This design comes from an exercise in tuning for small area, a short achievable clock period and few clock cycles per item on the open sky130 flow, not from production work. In this exercise RTL edits were held to simulation tests only and were not proved equivalent to the original. Power figures rest on the tool's default switching activity, not on a simulated workload.

Setup of run A:
Design transport_receiver_connection_fsm, start of the top module:
module transport_receiver_connection_fsm
#(
   parameter int SLOTS     = 4,
   parameter int BUF_BYTES = 4096
) (
   input  logic         clock,
   input  logic         reset,
   input  logic         req_tvalid,
   output logic         req_tready,
   input  logic [103:0] req_tdata,
   input  logic [1:0]   req_tuser,
   output logic         rsp_tvalid,
   input  logic         rsp_tready,
   output logic [95:0]  rsp_tdata,
   output logic [1:0]   rsp_tuser,
   input  logic         csr_valid,
   output logic         csr_ready,
   input  logic [2:0]   csr_index,
   input  logic [15:0]  csr_data
);
For scale: about 2,400 cells after synthesis, about 380 flip-flops.
Settings: LEC_CHECK=0, CAP_MARGIN=20, CORE_MARGIN=2, CORE_UTILIZATION=50, CTS_BUF_LIST=sky130_fd_sc_hd__clkbuf_16, CTS_CLUSTER_DIAMETER=100, CTS_CLUSTER_SIZE=24, SETUP_SLACK_MARGIN=4, SLEW_MARGIN=20, TNS_END_PERCENT=5; clock period 8.0 ns.
standard.sh (not shown) runs the stock make flow with config.mk's settings and CLKGATE_MAP_FILE= SYNTH_SCRIPT=/design/flow/synth_recipe.tcl, a recipe that flattens the netlist after the stock synthesis.
==> flow/flow/run.sh <==
#!/bin/bash
# The standard layout (the standard.sh, unchanged synthesis and steps), except that the
# ports are buffered with the smallest buffer cell instead of the one buffer_ports picks.
# Every port still gets its own buffer. ORFS writes each step's log under orfs/logs; the
# make output of the whole run goes to standard.log here.
set -euo pipefail
export BUFFER_PORTS_ARGS="-buffer_cell sky130_fd_sc_hd__buf_1"
bash standard.sh > standard.log 2>&1
Testbench counts of run A, summed over its fixed seeds: cycles 4,808, items 4,800.
The inputs of run B differ from those of run A as listed below.
Settings: CTS_CLUSTER_SIZE no longer set, was 24; CTS_CLUSTER_DIAMETER no longer set, was 100; CORE_UTILIZATION now 40, was 50; CTS_BUF_LIST no longer set, was sky130_fd_sc_hd__clkbuf_16.
==> comparison <==
Re number of I/O pins: no difference whatsoever between run A and run B. Diff run A and run B: global-route usage higher in run A. When the final numbers for run A and run B were put side by side, the switching power as a share of total power turned out to be greater in run A. Area inside the core boundary is lower on run A. Going from run A to run B, detailed-route via count higher; met3 track demand over resource higher; register clock-pin slew on the reported worst setup and hold paths lower; clock buffer count in the final layout higher. Cmp run B vs run A: post-route worst hold slack lower in run B. Compared with run A, in run B fraction of power consumed by combinational cells lower, area of combinational cells with multiple inputs lower.
Changes in run C relative to run B:
Settings: CTS_BUF_LIST now sky130_fd_sc_hd__clkbuf_16, previously not set; CTS_CLUSTER_DIAMETER now 100, previously not set; CTS_CLUSTER_SIZE now 24, previously not set.
Notes after the runs:
- Diff run B..run C | sequential cell count | unchanged
- In the flow results for run B and run C, the data arrival time of the critical path is smaller on run C.
- Cmp run B and run C / total power / lower: run C
- The higher leakage power summed over all cells came out of run B.
- Row number of cell instances on the worst register-to-register path: run C lower / run B higher
- Changes observed in run C relative to run B: combinational power held; portion of the clock cycle consumed by the worst path in the final layout held.

* * *

Starting RTL as in the previous note.
Settings: LEC_CHECK=0, CAP_MARGIN=20, CORE_MARGIN=2, CORE_UTILIZATION=40, SETUP_SLACK_MARGIN=4.4, SLEW_MARGIN=20, TNS_END_PERCENT=5; clock period 8.0 ns.
Scripts as last shown in full above: flow/flow/run.sh
Testbench counts at the start, summed over its fixed seeds: cycles 4,808, items 4,800.
Change:
--- a/flow/config.mk
+++ b/flow/config.mk
@@ -9,5 +9,8 @@
 export CORE_MARGIN = 2
 export CORE_UTILIZATION = 40
-export SETUP_SLACK_MARGIN = 4.4
+export CTS_BUF_LIST = sky130_fd_sc_hd__clkbuf_16
+export CTS_CLUSTER_DIAMETER = 100
+export CTS_CLUSTER_SIZE = 24
+export SETUP_SLACK_MARGIN = 4.35
 export SLEW_MARGIN = 20
-export TNS_END_PERCENT = 5
+export TNS_END_PERCENT = 0
What happened: The new run went through all stages and came out clean; synthesized cell count is unchanged; final cell count goes down by 2.1%; total power shrinks by 14%.
Change:
--- a/flow/config.mk
+++ b/flow/config.mk
@@ -12,5 +12,6 @@
 export CTS_CLUSTER_DIAMETER = 100
 export CTS_CLUSTER_SIZE = 24
-export SETUP_SLACK_MARGIN = 4.35
+export GPL_ROUTABILITY_DRIVEN = 0
+export SETUP_SLACK_MARGIN = 4.2
 export SLEW_MARGIN = 20
 export TNS_END_PERCENT = 0
Effect: The changed run passed the timing, design-rule and antenna checks; fmax stays flat; sequential power hardly moves; utilization falls by 0.14 points; synthesized area does not change; setup slack degrades by 0.0094 ns; final cell count falls slightly; first-iteration DRC count rises slightly.
Change:
==> flow/run.sh (new file) <==
#!/bin/bash
# synth_recipe.tcl (not shown) runs the flow's synth.tcl, then flattens the netlist and writes it again
# the make line also repeats each setting of config.mk as NAME=value (left out here)
make -C /OpenROAD-flow-scripts/flow DESIGN_CONFIG=/design/flow/config.mk WORK_HOME=/design/flow/orfs CLKGATE_MAP_FILE= SYNTH_SCRIPT=/design/flow/synth_recipe.tcl finish
--- a/flow/config.mk
+++ b/flow/config.mk
@@ -9,9 +9,5 @@
 export CORE_MARGIN = 2
 export CORE_UTILIZATION = 40
-export CTS_BUF_LIST = sky130_fd_sc_hd__clkbuf_16
-export CTS_CLUSTER_DIAMETER = 100
-export CTS_CLUSTER_SIZE = 24
-export GPL_ROUTABILITY_DRIVEN = 0
-export SETUP_SLACK_MARGIN = 4.2
+export SETUP_SLACK_MARGIN = 4
 export SLEW_MARGIN = 20
-export TNS_END_PERCENT = 0
+export TNS_END_PERCENT = 5
removed: flow/flow/run.sh
removed: flow/standard.sh
Effect:
- The new run went through all stages and came out clean
- via count is higher by 1.9%
- combinational power climbs by about 10%
- power rose by about 20%
- hold slack improves by 0.0077 ns
- critical path depth came out lower by 1

* * *

## cedar
transport_receiver_connection_fsm again, from the RTL that the note above started with.
## transport_receiver_connection_fsm
module transport_receiver_connection_fsm
#(
   parameter int SLOTS     = 4,
   parameter int BUF_BYTES = 4096
) (
   input  logic         clock,
   input  logic         reset,
   input  logic         req_tvalid,
   output logic         req_tready,
   input  logic [103:0] req_tdata,
   input  logic [1:0]   req_tuser,
   output logic         rsp_tvalid,
   input  logic         rsp_tready,
   output logic [95:0]  rsp_tdata,
   output logic [1:0]   rsp_tuser,
   input  logic         csr_valid,
   output logic         csr_ready,
   input  logic [2:0]   csr_index,
   input  logic [15:0]  csr_data
);
export LEC_CHECK = 0
export CAP_MARGIN = 20
export CORE_MARGIN = 2
export CORE_UTILIZATION = 40
export CTS_BUF_LIST = sky130_fd_sc_hd__clkbuf_16
export CTS_CLUSTER_DIAMETER = 100
export CTS_CLUSTER_SIZE = 24
export PLACE_DENSITY = 0.7
export SETUP_SLACK_MARGIN = 4
export SLEW_MARGIN = 20
export TNS_END_PERCENT = 5
create_clock -name core_clock -period 8.0 [get_ports {clock}]
==> flow/flow/run.sh <==
#!/bin/bash
# The standard layout (the standard.sh, unchanged synthesis and steps), except that the
# ports are buffered with the smallest buffer cell instead of the one buffer_ports picks.
# Every port still gets its own buffer. ORFS writes each step's log under orfs/logs; the
# make output of the whole run goes to standard.log here.
set -euo pipefail
export BUFFER_PORTS_ARGS="-buffer_cell sky130_fd_sc_hd__buf_1"
bash standard.sh > standard.log 2>&1
Testbench counts of cedar, summed over its fixed seeds: cycles 4,808, items 4,800.
## Diff of input files: yarrow against cedar
Settings: PLACE_DENSITY no longer set, was 0.7; TNS_END_PERCENT now 0, was 5; SETUP_SLACK_MARGIN now 4.2, was 4.
Notes after the runs:
Timing, DRC, antenna: 0 failures across yarrow and cedar. Between yarrow and cedar, it is yarrow whose net switching power is higher, by about 2%. Critical path depth: yarrow vs cedar down 5. Summary — number of antenna violations at the first check in global routing, yarrow relative to cedar: lower, by 3. | maximum VDD drop | lower: yarrow |. yarrow vs cedar: proportion of power drawn by the clock network down in yarrow. On routability-driven placement congestion ratio: between yarrow and cedar, it ends up higher for cedar. Status: overall die width parity (cedar, yarrow). Summary — final standard cell count with taps included and fillers excluded, yarrow relative to cedar: higher, by 28. Re wire length: cedar was lower than yarrow. The routing usage on met3 in yarrow sits 0.99 points below the value recorded for cedar.

==> static timing again, ports no longer ideal <==
How much do the figures lean on ideal ports? The routed layouts below were timed once more, with nothing changed but the port constraints. Step 1: set_driving_cell puts a clkbuf_16 on clock and a buf_2 on each other input, an assumption about the parent block. Step 2 moves the port delays by t, midway between the first and last clock arrival at a register: inputs arrive t later, outputs are due t later. That takes back most of the time a late clock gives input paths. a / b / c = ideal ports / drivers / drivers and shift; a / b = the first two.
run | t, ns | setup slack, ns | latest minus earliest clock arrival (ns) | worst data-port slew with drivers (ns)
run A | 0.623 | 3.929 / 3.901 / 3.346 | 0.042 / 0.041 | 0.10
run B | 0.641 | 3.964 / 3.950 / 3.342 | 0.023 / 0.023 | 0.12
run C | 0.643 | 3.974 / 3.968 / 3.335 | 0.043 / 0.043 | 0.12
the first run of note 2 | 0.650 | 4.167 / 4.187 / 3.549 | 0.020 / 0.020 | 0.12
the second run of note 2 | 0.635 | 4.074 / 4.092 / 3.457 | 0.021 / 0.021 | 0.12
the third run of note 2 | 0.655 | 4.064 / 4.067 / 3.413 | 0.027 / 0.027 | 0.12
the fourth run of note 2 | 0.653 | 3.852 / 3.839 / 3.241 | 0.016 / 0.016 | 0.12
cedar | 0.636 | 3.784 / 3.815 / 3.179 | 0.026 / 0.026 | 0.14
yarrow | 0.635 | 4.104 / 4.056 / 3.519 | 0.023 / 0.022 | 0.13
After both steps every run listed still meets setup and hold. For the third run of note 2, which loses most, drivers alone change the setup slack by +0.003 ns; drivers and shift together by -0.651 ns.
